From an optimization exercise on the open Yosys and OpenROAD flow, aimed at small area and a short achievable clock period; shortcuts taken in it are not production practice.
RTL that was checked went through simulation tests only; none was proved equivalent to the original.
Power is estimated from default activity; no workload was simulated.

Setup of 01-13:
==> module bfp_exp_decode, before the edit <==
module bfp_exp_decode
#(
  parameter int n_p = 8
)
(
  input  logic [n_p-1:0][exp_width_lp-1:0]  exp_i,
  input  logic [n_p-1:0]                    en_i,
  output logic [exp_width_lp-1:0]           max_exp_o,
  output logic [n_p-1:0][mag_width_lp-1:0]  sel_o
);
  logic [4:0][n_p-1:0]              run_r4;
  logic [exp_width_lp-1:0][n_p-1:0] bits;
  logic [n_p:0][n_p-1:0]            run;
  always_comb begin
    for (int k = 0; k < exp_width_lp; k++) begin
      for (int i = 0; i < n_p; i++) begin
        bits[k][i] = exp_i[i][k];
      end
    end
    run_r4[4] = '1;
    for (int k = 3; k >= 0; k--) begin
      max_exp_o[2*k+1] = |(run_r4[k+1] & bits[2*k+1]);
      max_exp_o[2*k]   = max_exp_o[2*k+1] ? |(run_r4[k+1] & bits[2*k+1] & bits[2*k])
                                          : |(run_r4[k+1] & bits[2*k]);
      run_r4[k] = run_r4[k+1] & (bits[2*k+1] | {n_p{~max_exp_o[2*k+1]}})
                              & (bits[2*k]   | {n_p{~max_exp_o[2*k]}});
    end
  end
  assign run[2] = run_r4[1];
  logic [5:0] hi_m1;
  logic [3:0] mx_lo;
  for (genvar j = 0; j < 6; j++) begin : g_m1
    if (j == 0) begin : g_b0
      assign hi_m1[j] = ~max_exp_o[2];
    end else begin : g_bj
      assign hi_m1[j] = max_exp_o[2+j] ^ ~(|max_exp_o[2+j-1:2]);
    end
  end
  for (genvar a = 0; a < 4; a++) begin : g_mx
    assign mx_lo[a] = (max_exp_o[1:0] == 2'(a));
  end
  for (genvar i = 0; i < n_p; i++) begin : g_sel
    logic [3:0] ex_lo;
    logic [3:0] pos, neg;
    logic       h0, h1;
    for (genvar a = 0; a < 4; a++) begin : g_ex
      assign ex_lo[a] = (exp_i[i][1:0] == 2'(a));
    end
    always_comb begin
      pos = '0;
      neg = '0;
      for (int v = 0; v < 4; v++) begin
        for (int b = 0; b + v < 4; b++) begin
          pos[v] = pos[v] | (ex_lo[b] & mx_lo[b+v]);
          neg[v] = neg[v] | (mx_lo[b] & ex_lo[b+v]);
        end
      end
    end
    assign h0 = run[2][i];
    assign h1 = (exp_i[i][7:2] == hi_m1);
    assign sel_o[i][0] = en_i[i] & h0 & pos[0];
    assign sel_o[i][1] = en_i[i] & ((h0 & pos[1]) | (h1 & neg[3]));
    assign sel_o[i][2] = en_i[i] & ((h0 & pos[2]) | (h1 & neg[2]));
    assign sel_o[i][3] = en_i[i] & ((h0 & pos[3]) | (h1 & neg[1]));
    assign sel_o[i][4] = en_i[i] & h1 & neg[0];
  end
endmodule
==> flow/config.mk <==
export PLATFORM = sky130hd
export DESIGN_NAME = bfp_quant_top
export DESIGN_NICKNAME = bfp_quant_top
export VERILOG_FILES = /design/flow/design.v
export SDC_FILE = /design/flow/constraint.sdc
export NUM_CORES = 4
export LEC_CHECK = 0
export ABC_AREA = 1
export CAP_MARGIN = 20
export CORE_AREA = 5 5 445 445
export DIE_AREA = 0 0 450 450
export PLACE_DENSITY = 0.95
export SETUP_SLACK_MARGIN = 3
export SLEW_MARGIN = 20
==> flow/constraint.sdc <==
create_clock -name core_clock -period 10.0 [get_ports {clk}]
set_input_delay 2.0000 -clock core_clock [delete_from_list [all_inputs] [get_ports {clk}]]
set_output_delay 2.0000 -clock core_clock [all_outputs]
set_load 0.01 [all_outputs]
standard.sh (not shown) runs the stock make flow with config.mk's settings and CLKGATE_MAP_FILE= SYNTH_SCRIPT=/design/flow/synth_recipe.tcl, a recipe that flattens the netlist after the stock synthesis.
==> flow/flow/run.sh <==
#!/bin/bash
# The standard layout (the standard.sh: standard synthesis script,
# floorplan, placement, CTS, routing) with two changes:
# - synthesis leaves adders to abc: ADDER_MAP_FILE is empty, so Yosys's
#   extract_fa pass does not turn the small subtracts into half/full adder
#   cells (registers, names and flip-flop cells are unchanged);
# - the buffer that placement puts on every input and output port is
#   sky130_fd_sc_hd__buf_1 instead of the default delay cell
#   (clkdlybuf4s50_1). Every port still gets its own buffer.
# standard.sh writes each tool's log under orfs/logs; its own output goes
# to standard.log here.
set -euo pipefail
export ADDER_MAP_FILE=
export BUFFER_PORTS_ARGS="-buffer_cell sky130_fd_sc_hd__buf_1"
bash standard.sh > standard.log 2>&1
Here is what was changed in the inputs of 02-04 compared with 01-13.
-- flow/design.v --
<<< 01-13, line 37
  output logic [n_p-1:0][mag_width_lp-1:0]  sel_o
);
  logic [4:0][n_p-1:0]              run_r4;
  logic [exp_width_lp-1:0][n_p-1:0] bits;
  logic [n_p:0][n_p-1:0]            run;
  always_comb begin
    for (int k = 0; k < exp_width_lp; k++) begin
>>> 02-04, line 37
  output logic [n_p-1:0][mag_width_lp-1:0]  sel_o
);
  localparam int n_step_lp = 3;
  function automatic int lo_c(input int s);
    lo_c = (s == 0) ? 5 : (s == 1) ? 2 : 0;
  endfunction
  function automatic int wd_c(input int s);
    wd_c = (s == 2) ? 2 : 3;
  endfunction
  logic [n_step_lp:0][n_p-1:0]      run;
  logic [exp_width_lp-1:0][n_p-1:0] bits;
  logic [n_p-1:0]                   term;
  logic [3:0]                       any;
  logic [1:0]                       up;
  always_comb begin
    for (int k = 0; k < exp_width_lp; k++) begin
<<< 01-13, line 46
      end
    end
    run_r4[4] = '1;
    for (int k = 3; k >= 0; k--) begin
      max_exp_o[2*k+1] = |(run_r4[k+1] & bits[2*k+1]);
      max_exp_o[2*k]   = max_exp_o[2*k+1] ? |(run_r4[k+1] & bits[2*k+1] & bits[2*k])
                                          : |(run_r4[k+1] & bits[2*k]);
      run_r4[k] = run_r4[k+1] & (bits[2*k+1] | {n_p{~max_exp_o[2*k+1]}})
                              & (bits[2*k]   | {n_p{~max_exp_o[2*k]}});
    end
  end
  assign run[2] = run_r4[1];
  logic [5:0] hi_m1;
  logic [3:0] mx_lo;
>>> 02-04, line 55
      end
    end
    run[0] = '1;
    max_exp_o = '0;
    for (int s = 0; s < n_step_lp; s++) begin
      for (int j = wd_c(s) - 1; j >= 0; j--) begin
        for (int pat = 0; pat < 4; pat++) begin
          term = run[s] & bits[lo_c(s) + j];
          for (int q = 0; q < 2; q++) begin
            if (j + 1 + q < wd_c(s) && ((pat >> q) & 1) == 1) term = term & bits[lo_c(s) + j + 1 + q];
          end
          any[pat] = |term;
        end
        up = '0;
        for (int q = 0; q < 2; q++) begin
          if (j + 1 + q < wd_c(s)) up[q] = max_exp_o[lo_c(s) + j + 1 + q];
        end
        max_exp_o[lo_c(s) + j] = any[up];
      end
      run[s+1] = run[s];
      for (int j = 0; j < wd_c(s); j++) begin
        run[s+1] = run[s+1] & (bits[lo_c(s) + j] | {n_p{~max_exp_o[lo_c(s) + j]}});
      end
    end
  end
  logic [5:0] hi_m1;
  logic [3:0] mx_lo;
[summary]
- For count of vias placed by the detailed router, 01-13 and 02-04 come out practically identical.
- Leakage power total, 01-13 and 02-04, lower one = 02-04.
- 02-04 — worst hold slack 0.0059 ns lower, 01-13 as reference
- The number of setup buffers added after CTS number comes out higher for 01-13 vs 02-04.
- 02-04 -> 01-13: total negative slack delta 0, exact match
- 02-04 went all the way through the flow, and no timing, DRC or antenna check failed.
- Measured against 01-13, the total power of 02-04 comes out at 0.895 times the reference value.
- Summary — global routing met2 resource utilization, 02-04 relative to 01-13: lower, by 0.23 points.
- Compared with 01-13, in 02-04 non-clock buffer count now smaller; fraction of final layout cells sized beyond drive strength 1 decreased 9.5 points; layout overhead on the synthesized area fell by 20 points; starting utilization of the core area now larger.
- Compared with 01-13, in 02-04 cell area went down 2400 µm²; net switching power of the design went down 0.20 mW.
No functional check of the RTL was part of 01-13.

-- afterwards: timing with drivers on the ports --
Ports are ideal in the flow. The routed layouts listed here were re-timed in OpenROAD.
Step 1 sets driving cells, clkbuf_16 on the clock port and buf_2 on the other inputs (assumed; they add their load-dependent delay and slew).
Step 2 moves the port delays by t, midway between the first and last clock arrival at a register: inputs arrive t later, outputs are due t later. That takes back most of the time a late clock gives input paths.
Slacks: ideal ports / drivers / drivers and shift; pairs: ideal ports / drivers.
run	shift t [ns]	slack for setup (ns)	slew at the worst register clock pin (ns)	worst slew at a driven data input, ns
01-13	0.664	2.464 / 2.413 / 1.749	0.07 / 0.07	0.31
02-04	0.623	3.034 / 2.951 / 2.327	0.07 / 0.07	0.31
After both steps every run listed still meets setup and hold. The setup slack of 01-13, which loses most, moves by -0.051 ns with the drivers and by -0.715 ns with both steps.
